What follows belongs to an exercise in optimizing a design on an open flow for small area, a short achievable clock period and few clock cycles per item; a production flow would make more cautious choices. Function was checked by simulation only, so behaviour that the tests miss may differ from the original. Power and IR drop assume default switching activity.

==> design/flow/design.v <==
package wrps_pkg;
	localparam int DEF_MAX_PEERS   = 64;
	localparam int DEF_WEIGHT_BITS = 16;
	localparam int PEER_IDX_BITS   = 6;
	localparam int IN_WEIGHT_BITS  = 16;
	localparam int FRAC_BITS       = 16;
	localparam int PEER_COUNT_BITS = 7;
	localparam int CFG_INDEX_BITS  = 1;
	localparam int CFG_DATA_BITS   = 7;
	localparam int S_TDATA_BITS    = 40;
	localparam int M_TDATA_BITS    = 8;
	localparam int STATUS_BITS     = 2;
	localparam int ONE_UNIT = 256;
	typedef enum logic {
		OP_UPDATE = 1'b0,
		OP_SELECT = 1'b1
	} opcode_t;
	typedef enum logic [STATUS_BITS-1:0] {
		STATUS_OK         = 2'd0,
		STATUS_OWN_RANK   = 2'd1,
		STATUS_ZERO_TOTAL = 2'd2
	} status_t;
	typedef enum logic [CFG_INDEX_BITS-1:0] {
		REG_PEER_COUNT = 1'b0,
		REG_OWN_RANK   = 1'b1
	} reg_index_t;
	typedef enum logic [2:0] {
		ST_IDLE,
		ST_SUM,
		ST_MUL,
		ST_SEARCH,
		ST_DONE
	} scan_state_t;
	typedef struct packed {
		logic [PEER_COUNT_BITS-1:0] peer_count;
		logic [PEER_IDX_BITS-1:0]   own_rank;
		logic                       own_rank_wr;
		logic                       any_wr;
	} cfg_state_t;
endpackage
module wrps_weight_store #(
	parameter int MAX_PEERS   = wrps_pkg::DEF_MAX_PEERS,
	parameter int WEIGHT_BITS = wrps_pkg::DEF_WEIGHT_BITS,
	localparam int IDX_W      = $clog2(MAX_PEERS),
	localparam int CNT_W      = $clog2(MAX_PEERS + 1)
) (
	input  logic                   clk,
	input  logic                   arst_n,
	input  logic                   wr_en,
	input  logic [IDX_W-1:0]       wr_addr,
	input  logic [WEIGHT_BITS-1:0] wr_data,
	input  logic                   rd_en,
	input  logic [IDX_W-1:0]       rd_addr,
	output logic [WEIGHT_BITS-1:0] rd_data,
	output logic                   init_done
);
	localparam logic [WEIGHT_BITS-1:0] RESET_WEIGHT = (WEIGHT_BITS > 8) ?
		WEIGHT_BITS'(wrps_pkg::ONE_UNIT) : {WEIGHT_BITS{1'b1}};
	logic [WEIGHT_BITS-1:0] mem [MAX_PEERS];
	logic [WEIGHT_BITS-1:0] rd_data_q;
	logic [CNT_W-1:0]       clr_cnt_q;
	logic                   init_done_q;
	logic                   mem_we;
	logic [IDX_W-1:0]       mem_addr;
	logic [WEIGHT_BITS-1:0] mem_wdata;
	always_ff @(posedge clk or negedge arst_n) begin
		if (!arst_n) begin
			clr_cnt_q   <= '0;
			init_done_q <= 1'b0;
		end else if (!init_done_q) begin
			if (clr_cnt_q == CNT_W'(MAX_PEERS - 1)) begin
				init_done_q <= 1'b1;
			end
			clr_cnt_q <= clr_cnt_q + 1'b1;
		end
	end
	always_comb begin
		mem_we    = !init_done_q || wr_en;
		mem_addr  = init_done_q ? wr_addr : clr_cnt_q[IDX_W-1:0];
		mem_wdata = init_done_q ? wr_data : RESET_WEIGHT;
	end
	always_ff @(posedge clk) begin
		if (mem_we) begin
			mem[mem_addr] <= mem_wdata;
		end
		if (rd_en) begin
			rd_data_q <= mem[rd_addr];
		end
	end
	assign rd_data   = rd_data_q;
	assign init_done = init_done_q;
endmodule
module wrps_scan_core #(
	parameter int MAX_PEERS   = wrps_pkg::DEF_MAX_PEERS,
	parameter int WEIGHT_BITS = wrps_pkg::DEF_WEIGHT_BITS,
	localparam int IDX_W      = $clog2(MAX_PEERS),
	localparam int CNT_W      = $clog2(MAX_PEERS + 1)
) (
	input  logic                                  clk,
	input  logic                                  arst_n,
	input  wrps_pkg::cfg_state_t                  cfg,
	input  logic                                  init_done,
	input  logic                                  in_valid,
	output logic                                  in_ready,
	input  logic                                  in_opcode,
	input  logic [wrps_pkg::PEER_IDX_BITS-1:0]    in_peer_index,
	input  logic [wrps_pkg::IN_WEIGHT_BITS-1:0]   in_weight,
	input  logic [wrps_pkg::FRAC_BITS-1:0]        in_fraction,
	output logic                                  res_valid,
	input  logic                                  res_ready,
	output logic [wrps_pkg::PEER_IDX_BITS-1:0]    res_chosen,
	output wrps_pkg::status_t                     res_status,
	output logic                                  wr_en,
	output logic [IDX_W-1:0]                      wr_addr,
	output logic [WEIGHT_BITS-1:0]                wr_data,
	output logic                                  rd_en,
	output logic [IDX_W-1:0]                      rd_addr,
	input  logic [WEIGHT_BITS-1:0]                rd_data
);
	localparam int TOT_W  = WEIGHT_BITS + IDX_W;
	localparam int PROD_W = TOT_W + wrps_pkg::FRAC_BITS;
	localparam int XW     = (IDX_W > wrps_pkg::PEER_IDX_BITS) ? IDX_W : wrps_pkg::PEER_IDX_BITS;
	localparam int WX     = (WEIGHT_BITS > wrps_pkg::IN_WEIGHT_BITS) ?
		WEIGHT_BITS : wrps_pkg::IN_WEIGHT_BITS;
	localparam int PC_W   = (CNT_W > wrps_pkg::PEER_COUNT_BITS) ? CNT_W : wrps_pkg::PEER_COUNT_BITS;
	wrps_pkg::scan_state_t state_q, state_d;
	logic                           own_written_q;
	logic                           total_valid_q;
	logic [TOT_W-1:0]               total_q;
	logic [TOT_W-1:0]               acc_q;
	logic [PROD_W-1:0]              prod_q;
	logic [wrps_pkg::FRAC_BITS-1:0] frac_q;
	logic [CNT_W-1:0]               issue_q;
	logic                           rd_vld_s1;
	logic [IDX_W-1:0]               rd_idx_s1;
	logic [wrps_pkg::PEER_IDX_BITS-1:0] chosen_q;
	wrps_pkg::status_t              status_q;
	logic [PC_W-1:0]        pc_x;
	logic [CNT_W-1:0]       n_use;
	logic [XW-1:0]          own_x;
	logic [XW-1:0]          pick_x;
	logic [XW-1:0]          idx_x;
	logic [WX-1:0]          w_x;
	logic [WEIGHT_BITS-1:0] w_sat;
	logic [WEIGHT_BITS-1:0] eff_weight;
	logic [TOT_W-1:0]       acc_next;
	logic [PROD_W-1:0]      acc_scaled;
	logic                   last;
	logic                   hit;
	logic                   in_fire;
	logic                   upd_fire;
	logic                   upd_in_range;
	always_comb begin
		pc_x = PC_W'(cfg.peer_count);
		if (pc_x == '0) begin
			n_use = CNT_W'(1);
		end else if (pc_x > PC_W'(MAX_PEERS)) begin
			n_use = CNT_W'(MAX_PEERS);
		end else begin
			n_use = pc_x[CNT_W-1:0];
		end
	end
	always_comb begin
		own_x        = XW'(cfg.own_rank);
		pick_x       = XW'(rd_idx_s1);
		idx_x        = XW'(in_peer_index);
		w_x          = WX'(in_weight);
		w_sat        = (w_x > WX'({WEIGHT_BITS{1'b1}})) ? {WEIGHT_BITS{1'b1}} :
			w_x[WEIGHT_BITS-1:0];
		upd_in_range = 32'(in_peer_index) < MAX_PEERS;
		eff_weight   = (pick_x == own_x && !own_written_q) ? '0 : rd_data;
		acc_next     = acc_q + TOT_W'(eff_weight);
		acc_scaled   = {acc_next, {wrps_pkg::FRAC_BITS{1'b0}}};
		last         = CNT_W'(rd_idx_s1) == n_use - 1'b1;
		hit          = acc_scaled > prod_q;
	end
	always_comb begin
		state_d   = state_q;
		in_ready  = (state_q == wrps_pkg::ST_IDLE) && init_done;
		res_valid = (state_q == wrps_pkg::ST_DONE);
		rd_en     = 1'b0;
		case (state_q)
			wrps_pkg::ST_IDLE: begin
				if (in_valid && in_ready) begin
					if (in_opcode == wrps_pkg::OP_UPDATE) begin
						state_d = wrps_pkg::ST_DONE;
					end else if (total_valid_q) begin
						state_d = wrps_pkg::ST_MUL;
					end else begin
						state_d = wrps_pkg::ST_SUM;
					end
				end
			end
			wrps_pkg::ST_SUM: begin
				rd_en = issue_q < n_use;
				if (rd_vld_s1 && last) begin
					state_d = wrps_pkg::ST_MUL;
				end
			end
			wrps_pkg::ST_MUL: begin
				state_d = (total_q == '0) ? wrps_pkg::ST_DONE : wrps_pkg::ST_SEARCH;
			end
			wrps_pkg::ST_SEARCH: begin
				rd_en = issue_q < n_use;
				if (rd_vld_s1 && (hit || last)) begin
					state_d = wrps_pkg::ST_DONE;
				end
			end
			wrps_pkg::ST_DONE: begin
				if (res_ready) begin
					state_d = wrps_pkg::ST_IDLE;
				end
			end
			default: begin
				state_d = wrps_pkg::ST_IDLE;
			end
		endcase
	end
	assign in_fire  = in_valid && in_ready;
	assign upd_fire = in_fire && (in_opcode == wrps_pkg::OP_UPDATE);
	assign rd_addr  = issue_q[IDX_W-1:0];
	assign wr_en    = upd_fire && upd_in_range;
	assign wr_addr  = idx_x[IDX_W-1:0];
	assign wr_data  = w_sat;
	always_ff @(posedge clk or negedge arst_n) begin
		if (!arst_n) begin
			state_q       <= wrps_pkg::ST_IDLE;
			own_written_q <= 1'b0;
			total_valid_q <= 1'b0;
			rd_vld_s1     <= 1'b0;
		end else begin
			state_q   <= state_d;
			rd_vld_s1 <= rd_en;
			if (cfg.own_rank_wr) begin
				own_written_q <= 1'b0;
			end else if (wr_en && in_peer_index == cfg.own_rank) begin
				own_written_q <= 1'b1;
			end
			if (cfg.any_wr || wr_en) begin
				total_valid_q <= 1'b0;
			end else if (state_q == wrps_pkg::ST_SUM && rd_vld_s1 && last) begin
				total_valid_q <= 1'b1;
			end
		end
	end
	always_ff @(posedge clk) begin
		rd_idx_s1 <= rd_addr;
		if (rd_en) begin
			issue_q <= issue_q + 1'b1;
		end
		case (state_q)
			wrps_pkg::ST_IDLE: begin
				if (in_fire) begin
					frac_q   <= in_fraction;
					issue_q  <= '0;
					acc_q    <= '0;
					chosen_q <= '0;
					status_q <= wrps_pkg::STATUS_OK;
				end
			end
			wrps_pkg::ST_SUM: begin
				if (rd_vld_s1) begin
					acc_q <= acc_next;
					if (last) begin
						total_q <= acc_next;
					end
				end
			end
			wrps_pkg::ST_MUL: begin
				issue_q <= '0;
				acc_q   <= '0;
				prod_q  <= PROD_W'(frac_q) * PROD_W'(total_q);
				if (total_q == '0) begin
					status_q <= wrps_pkg::STATUS_ZERO_TOTAL;
				end
			end
			wrps_pkg::ST_SEARCH: begin
				if (rd_vld_s1) begin
					acc_q <= acc_next;
					if (hit || last) begin
						if (pick_x == own_x) begin
							status_q <= wrps_pkg::STATUS_OWN_RANK;
						end else begin
							chosen_q <= pick_x[wrps_pkg::PEER_IDX_BITS-1:0];
						end
					end
				end
			end
			default: begin
			end
		endcase
	end
	assign res_chosen = chosen_q;
	assign res_status = status_q;
endmodule
module weighted_random_peer_select #(
	parameter int MAX_PEERS   = wrps_pkg::DEF_MAX_PEERS,
	parameter int WEIGHT_BITS = wrps_pkg::DEF_WEIGHT_BITS
) (
	input  logic                                clk,
	input  logic                                arst_n,
	input  logic                                s_tvalid,
	output logic                                s_tready,
	input  logic [wrps_pkg::S_TDATA_BITS-1:0]   s_tdata,
	input  logic [0:0]                          s_tuser,
	output logic                                m_tvalid,
	input  logic                                m_tready,
	output logic [wrps_pkg::M_TDATA_BITS-1:0]   m_tdata,
	output logic [wrps_pkg::STATUS_BITS-1:0]    m_tuser,
	input  logic                                cfg_valid,
	output logic                                cfg_ready,
	input  logic [wrps_pkg::CFG_INDEX_BITS-1:0] cfg_index,
	input  logic [wrps_pkg::CFG_DATA_BITS-1:0]  cfg_data
);
	localparam int IDX_W = $clog2(MAX_PEERS);
	logic [wrps_pkg::PEER_COUNT_BITS-1:0] peer_count_q;
	logic [wrps_pkg::PEER_IDX_BITS-1:0]   own_rank_q;
	logic                                 cfg_fire;
	wrps_pkg::cfg_state_t                 cfg;
	logic                                 init_done;
	logic                                 res_valid;
	logic                                 res_ready;
	logic [wrps_pkg::PEER_IDX_BITS-1:0]   res_chosen;
	wrps_pkg::status_t                    res_status;
	logic                                 wr_en;
	logic [IDX_W-1:0]                     wr_addr;
	logic [WEIGHT_BITS-1:0]               wr_data;
	logic                                 rd_en;
	logic [IDX_W-1:0]                     rd_addr;
	logic [WEIGHT_BITS-1:0]               rd_data;
	logic                                 m_tvalid_q;
	logic [wrps_pkg::PEER_IDX_BITS-1:0]   m_chosen_q;
	logic [wrps_pkg::STATUS_BITS-1:0]     m_status_q;
	assign cfg_ready = 1'b1;
	assign cfg_fire  = cfg_valid && cfg_ready;
	always_ff @(posedge clk or negedge arst_n) begin
		if (!arst_n) begin
			peer_count_q <= wrps_pkg::PEER_COUNT_BITS'(64);
			own_rank_q   <= '0;
		end else if (cfg_fire) begin
			case (cfg_index)
				wrps_pkg::REG_PEER_COUNT: peer_count_q <= cfg_data;
				wrps_pkg::REG_OWN_RANK:   own_rank_q <= cfg_data[wrps_pkg::PEER_IDX_BITS-1:0];
				default: begin
				end
			endcase
		end
	end
	always_comb begin
		cfg.peer_count  = peer_count_q;
		cfg.own_rank    = own_rank_q;
		cfg.own_rank_wr = cfg_fire && (cfg_index == wrps_pkg::REG_OWN_RANK);
		cfg.any_wr      = cfg_fire;
	end
	wrps_weight_store #(
		.MAX_PEERS  (MAX_PEERS),
		.WEIGHT_BITS(WEIGHT_BITS)
	) u_store (
		.clk      (clk),
		.arst_n   (arst_n),
		.wr_en    (wr_en),
		.wr_addr  (wr_addr),
		.wr_data  (wr_data),
		.rd_en    (rd_en),
		.rd_addr  (rd_addr),
		.rd_data  (rd_data),
		.init_done(init_done)
	);
	wrps_scan_core #(
		.MAX_PEERS  (MAX_PEERS),
		.WEIGHT_BITS(WEIGHT_BITS)
	) u_core (
		.clk          (clk),
		.arst_n       (arst_n),
		.cfg          (cfg),
		.init_done    (init_done),
		.in_valid     (s_tvalid),
		.in_ready     (s_tready),
		.in_opcode    (s_tuser[0]),
		.in_peer_index(s_tdata[5:0]),
		.in_weight    (s_tdata[21:6]),
		.in_fraction  (s_tdata[37:22]),
		.res_valid    (res_valid),
		.res_ready    (res_ready),
		.res_chosen   (res_chosen),
		.res_status   (res_status),
		.wr_en        (wr_en),
		.wr_addr      (wr_addr),
		.wr_data      (wr_data),
		.rd_en        (rd_en),
		.rd_addr      (rd_addr),
		.rd_data      (rd_data)
	);
	assign res_ready = !m_tvalid_q || m_tready;
	always_ff @(posedge clk or negedge arst_n) begin
		if (!arst_n) begin
			m_tvalid_q <= 1'b0;
		end else if (res_valid && res_ready) begin
			m_tvalid_q <= 1'b1;
		end else if (m_tready) begin
			m_tvalid_q <= 1'b0;
		end
	end
	always_ff @(posedge clk) begin
		if (res_valid && res_ready) begin
			m_chosen_q <= res_chosen;
			m_status_q <= res_status;
		end
	end
	assign m_tvalid = m_tvalid_q;
	assign m_tdata  = {2'b00, m_chosen_q};
	assign m_tuser  = m_status_q;
endmodule
==> design/flow/run.sh <==
#!/bin/bash
# synth_recipe.tcl (not shown) runs the flow's synth.tcl, then flattens the netlist and writes it again
# the make line also repeats each setting of config.mk as NAME=value (left out here)
make -C /OpenROAD-flow-scripts/flow DESIGN_CONFIG=/design/flow/config.mk WORK_HOME=/design/flow/orfs CLKGATE_MAP_FILE= SYNTH_SCRIPT=/design/flow/synth_recipe.tcl finish
==> design/flow/config.mk <==
export PLATFORM = sky130hd
export DESIGN_NAME = weighted_random_peer_select
export DESIGN_NICKNAME = weighted_random_peer_select
export VERILOG_FILES = /design/flow/design.v
export SDC_FILE = /design/flow/constraint.sdc
export NUM_CORES = 4
export LEC_CHECK = 0
export CAP_MARGIN = 20
export CORE_MARGIN = 2
export CORE_UTILIZATION = 40
export SLEW_MARGIN = 20
==> design/flow/constraint.sdc <==
create_clock -name core_clock -period 10.0 [get_ports {clk}]
set_input_delay 2.0000 -clock core_clock [delete_from_list [all_inputs] [get_ports {clk}]]
set_output_delay 2.0000 -clock core_clock [all_outputs]
set_load 0.01 [all_outputs]
==> run_results.csv <==
group,metric,value,unit
die,die_height,387,µm
sta,setup_repair_after_global_routing_missed_its_margin,"false",
cells_and_area,layout.area.seq,0.0356,mm²
sta,final.period_utilization,71.9,%
global_routing,grt_start_max_net_pins,106,
logic_synthesis,synth.most_common_cell,"sky130_fd_sc_hd__edfxtp_1",
placement,post-dp-hpwl,83200,µm
cells_and_area,post_route_cells_drive_above_1_share,17.8,%
logic_synthesis,netlist.area_leader.share,59.1,%
setup_path,worstPathArrival,7.60,ns
die,core,0.146,mm²
placement,dpl-instance-area,0.0618,mm²
die,floorplan.die_area,0.150,mm²
cts,worstSkewPairLatency,0.75,ns
cells_and_area,fin_nets,4145,
sta,setup_viol,0,
cts,path_clk_slew,0.06,ns
cts,clock-sinks,1195,
logic_synthesis,combined_area_of_all_synthesized_cells,0.0586,mm²
drt,via_per_inst,5.33,
die,floorplan.initialDensity,40.3,%
placement,io_buffers,61,
flow_run,max-cap-violations,0,
cells_and_area,fillers,12600,
pwr,p_leak,0.0205,µW
cts,postCtsResizedCells,0,
global_routing,via_count_of_the_first_global_routing_pass,31900,
die,ioPinCount,67,
cts,ctsRootBufferMaster,"sky130_fd_sc_hd__clkbuf_16",
status,status,"complete, no violations",
global_routing,antenna_found_initial,2,
hold_path,hold_path.startpoint,"u_core.chosen_q[2]$_SDFFCE_PN0P_",
drt,route.detailed.wl_per_inst,23.7,µm
global_routing,global_route.usage.total,18.1,%
sta,totalNegativeSetupSlack,0,ns
cells_and_area,synthToLayoutAreaGrowth,12.0,%
logic_synthesis,synth_sequential_area_ratio,60.8,%
drt,drtPass1Iterations,5,
cts,h_tree_depth_reported_by_cts,3,
pwr,peakVddDrop,0.188,mV
logic_synthesis,netlist_instances,3529,
drt,vias,30200,
logic_synthesis,synth_seq_cells,1195,
drt,routed_wl,134000,µm
die,floorplan.die.width,387,µm
logic_synthesis,synth_area_leaders,"sky130_fd_sc_hd__edfxtp_1, sky130_fd_sc_hd__mux4_2, sky130_fd_sc_hd__fa_1",
logic_synthesis,synth_enable_flop_cells,1154,
sta,slew_headroom,17.3,%
sta,finalMaxSlewViolations,0,
setup_path,cp-start-kind,"flop",
sta,worst_slew_pin_slew,1.24,ns
die,rows,140,
sta,fin_crit,7.19,ns
setup_path,cp_data_required_time,10.41,ns
setup_path,crit_path_end_kind,"flop",
setup_path,reg2reg_from,"u_core.total_q[7]$_DFFE_PP_",
setup_path,critical_path_start_end_classification,"reg -> reg",
sta,fmax,0.139,GHz
logic_synthesis,ys_dominant_reg_cell,"sky130_fd_sc_hd__edfxtp_1",
logic_synthesis,synth_async_sr_flop_share,2.34,%
cts,ctsHoldBuffers,0,
logic_synthesis,synth.largest_area_cell,"sky130_fd_sc_hd__edfxtp_1",
hold_path,worst_hold_class,"reg -> reg",
setup_path,crit_start,"u_core.total_q[7]$_DFFE_PP_",
logic_synthesis,netlist-cell-type-count,75,
placement,gp_congestion,0.782,
logic_synthesis,synth-warning-count,3,
global_routing,grt_remaining_overflow,0,
logic_synthesis,most_used_standard_cells_in_the_synthesized_netlist,"sky130_fd_sc_hd__edfxtp_1, sky130_fd_sc_hd__inv_1, sky130_fd_sc_hd__mux4_2",
drt,drt_iter0_drc,2089,
sta,timing.final.hold_violations,0,
global_routing,grt_first_pass_wirelength,203000,µm
cts,cts_setup_buffers,0,
logic_synthesis,syn_area_per_cell,16.6,µm²
sta,worst_clock_skew,0.0964,ns
cts,clock_tree_from_tritoncts,"done",
cells_and_area,fin_area,0.0656,mm²
drt,final_antenna_violating_net_count,0,
setup_path,timing.critical_path.fanout_max,17,
cells_and_area,multi_input_area,0.0210,mm²
cts,maximum_buffer_depth_of_the_clock_tree,3,
cts,cts_buffers,116,
pwr,power.density_cell_area,197,mW/mm²
drt,detail_route.drc_violations,0,
==> worst paths after layout <==
check / cells past startpoint / to / slack [ns]
worst max-delay path: 19 / u_core.prod_q[34]$_DFFE_PP_ / 2.81
worst min-delay path: 0 / m_chosen_q[2]$_DFFE_PP_ / 0.42
worst max register to register: 19 / u_core.prod_q[34]$_DFFE_PP_ / 2.81
worst min register to register: 0 / m_chosen_q[2]$_DFFE_PP_ / 0.42
max in group asynchronous: 2 / peer_count_q[6]$_DFFE_PN1P_ / 7.97
min in group asynchronous: 2 / u_store.clr_cnt_q[6]$_DFFE_PN0N_ / 1.68
==> kinds of logic (layout without fill, tap and decap cells) <==
logic type | after synthesis | in the layout | share of synthesized area [%]
xor+xnor | 70 | 70 | 1.05
flops | 1195 | 1195 | 60.8
other cells | 2 | 4 | 0.0128
compound gates | 214 | 214 | 2.44
fa+ha+maj | 436 | 436 | 12.9
simple gates | 727 | 727 | 6.01
mux | 355 | 355 | 13.3
buf+inv | 530 | 751 | 3.58
==> worst max-delay path, stage by stage, from the launching register on <==
cell,delay (ns)
sky130_fd_sc_hd__edfxtp_1,0.99
sky130_fd_sc_hd__nand2_1,0.18
sky130_fd_sc_hd__fa_1,0.53
sky130_fd_sc_hd__inv_1,0.05
sky130_fd_sc_hd__fa_1,0.49
sky130_fd_sc_hd__inv_1,0.05
sky130_fd_sc_hd__fa_1,0.55
sky130_fd_sc_hd__inv_1,0.05
sky130_fd_sc_hd__fa_1,0.48
sky130_fd_sc_hd__fa_1,0.53
sky130_fd_sc_hd__fa_1,0.42
sky130_fd_sc_hd__ha_1,0.38
sky130_fd_sc_hd__a21o_1,0.24
sky130_fd_sc_hd__a31oi_1,0.16
sky130_fd_sc_hd__o21ai_0,0.21
sky130_fd_sc_hd__o31a_1,0.39
sky130_fd_sc_hd__a221oi_1,0.65
sky130_fd_sc_hd__o221ai_1,0.22
sky130_fd_sc_hd__o22ai_1,0.25
sky130_fd_sc_hd__xnor2_1,0.11
==> final cells by class <==
class	instances	area share [%]
well taps	1917	3.66
flip-flops and latches	1195	54.3
inverters	368	2.11
repair buffers	169	2.22
clock buffers	142	4.70
multi-input cells	1805	31.9
clock inverters	72	1.07
diodes	1	0.00381
==> metal layers <==
layer	track usage, %	share of wire (%)	vias to the layer above
met4	4.43	2.2	0
met1	24.8	43	16100
met3	2.22	4.1	172
met5	0	0	-
met2	31.0	50	664
li1	-	-	13300
==> cell usage in the layout, fill, tap and decap left out, types with 32 or more instances in the layout <==
master / instances
sky130_fd_sc_hd__nor2_1: 105
sky130_fd_sc_hd__nand3_1: 37
sky130_fd_sc_hd__mux4_2: 336
sky130_fd_sc_hd__fa_1: 279
sky130_fd_sc_hd__and2_1: 144
sky130_fd_sc_hd__clkdlybuf4s50_1: 61
sky130_fd_sc_hd__nand2_1: 298
sky130_fd_sc_hd__o21ai_0: 32
sky130_fd_sc_hd__xnor2_1: 38
sky130_fd_sc_hd__clkbuf_16: 118
sky130_fd_sc_hd__a21oi_1: 62
sky130_fd_sc_hd__inv_1: 367
sky130_fd_sc_hd__xor2_1: 32
sky130_fd_sc_hd__edfxtp_1: 1154
sky130_fd_sc_hd__buf_4: 105
sky130_fd_sc_hd__ha_1: 157
==> sequential cells by signal, summed over array words and instances (netlist names), 3 cells and up <==
register,count
m_chosen_q,6
own_rank_q,6
peer_count_q,7
u_core.acc_q,22
u_core.chosen_q,6
u_core.frac_q,16
u_core.issue_q,7
u_core.prod_q,38
u_core.rd_idx_s1,6
u_core.state_q,3
u_core.total_q,22
u_store.clr_cnt_q,7
u_store.mem,1024
u_store.rd_data_q,16
==> metrics by stage <==
stage	std cells	hold slack, ns	total power, µW	worst slack (ns)	util, %
2_1_floorplan	3530	0.352	8090	3.81	-
3_3_place_gp	5454	0.405	8740	2.79	42.5
3_5_place_dp	5454	0.407	8760	2.80	42.5
4_1_cts	5668	0.422	13100	2.75	45.1
5_1_grt	5668	0.434	13500	2.42	45.1
6_report	5669	0.423	12900	2.81	45.1
==> power by group <==
part	internal, µW	switching (µW)	total [µW]
sequential	5700	215	5910
combinational	1170	1520	2690
clock	2410	1910	4320
total	9270	3650	12900
Testbench counts, summed over its fixed seeds: cycles 102,938, items 3,712.

-- what the ideal ports hide --
The results above use ideal ports. As a check the final layout listed here was re-extracted and re-timed, cells and wires unchanged. Step 1: set_driving_cell puts a clkbuf_16 on clk and a buf_2 on each other input, an assumption about the parent block. Step 2 moves the port delays by t, midway between the first and last clock arrival at a register: inputs arrive t later, outputs are due t later. That takes back most of the time a late clock gives input paths. Three values: ideal, step 1, step 2; two values: the first two.
t, ns: 0.773
slack for setup (ns): 2.807 / 2.807 / 2.807
worst hold slack (ns): 0.423 / 0.423 / 0.423
cell pins on the clock port's net: 1
After both steps this run still meets setup and hold. The setup slack of this run moves by 0.000 ns with the drivers and by 0.000 ns with both steps.
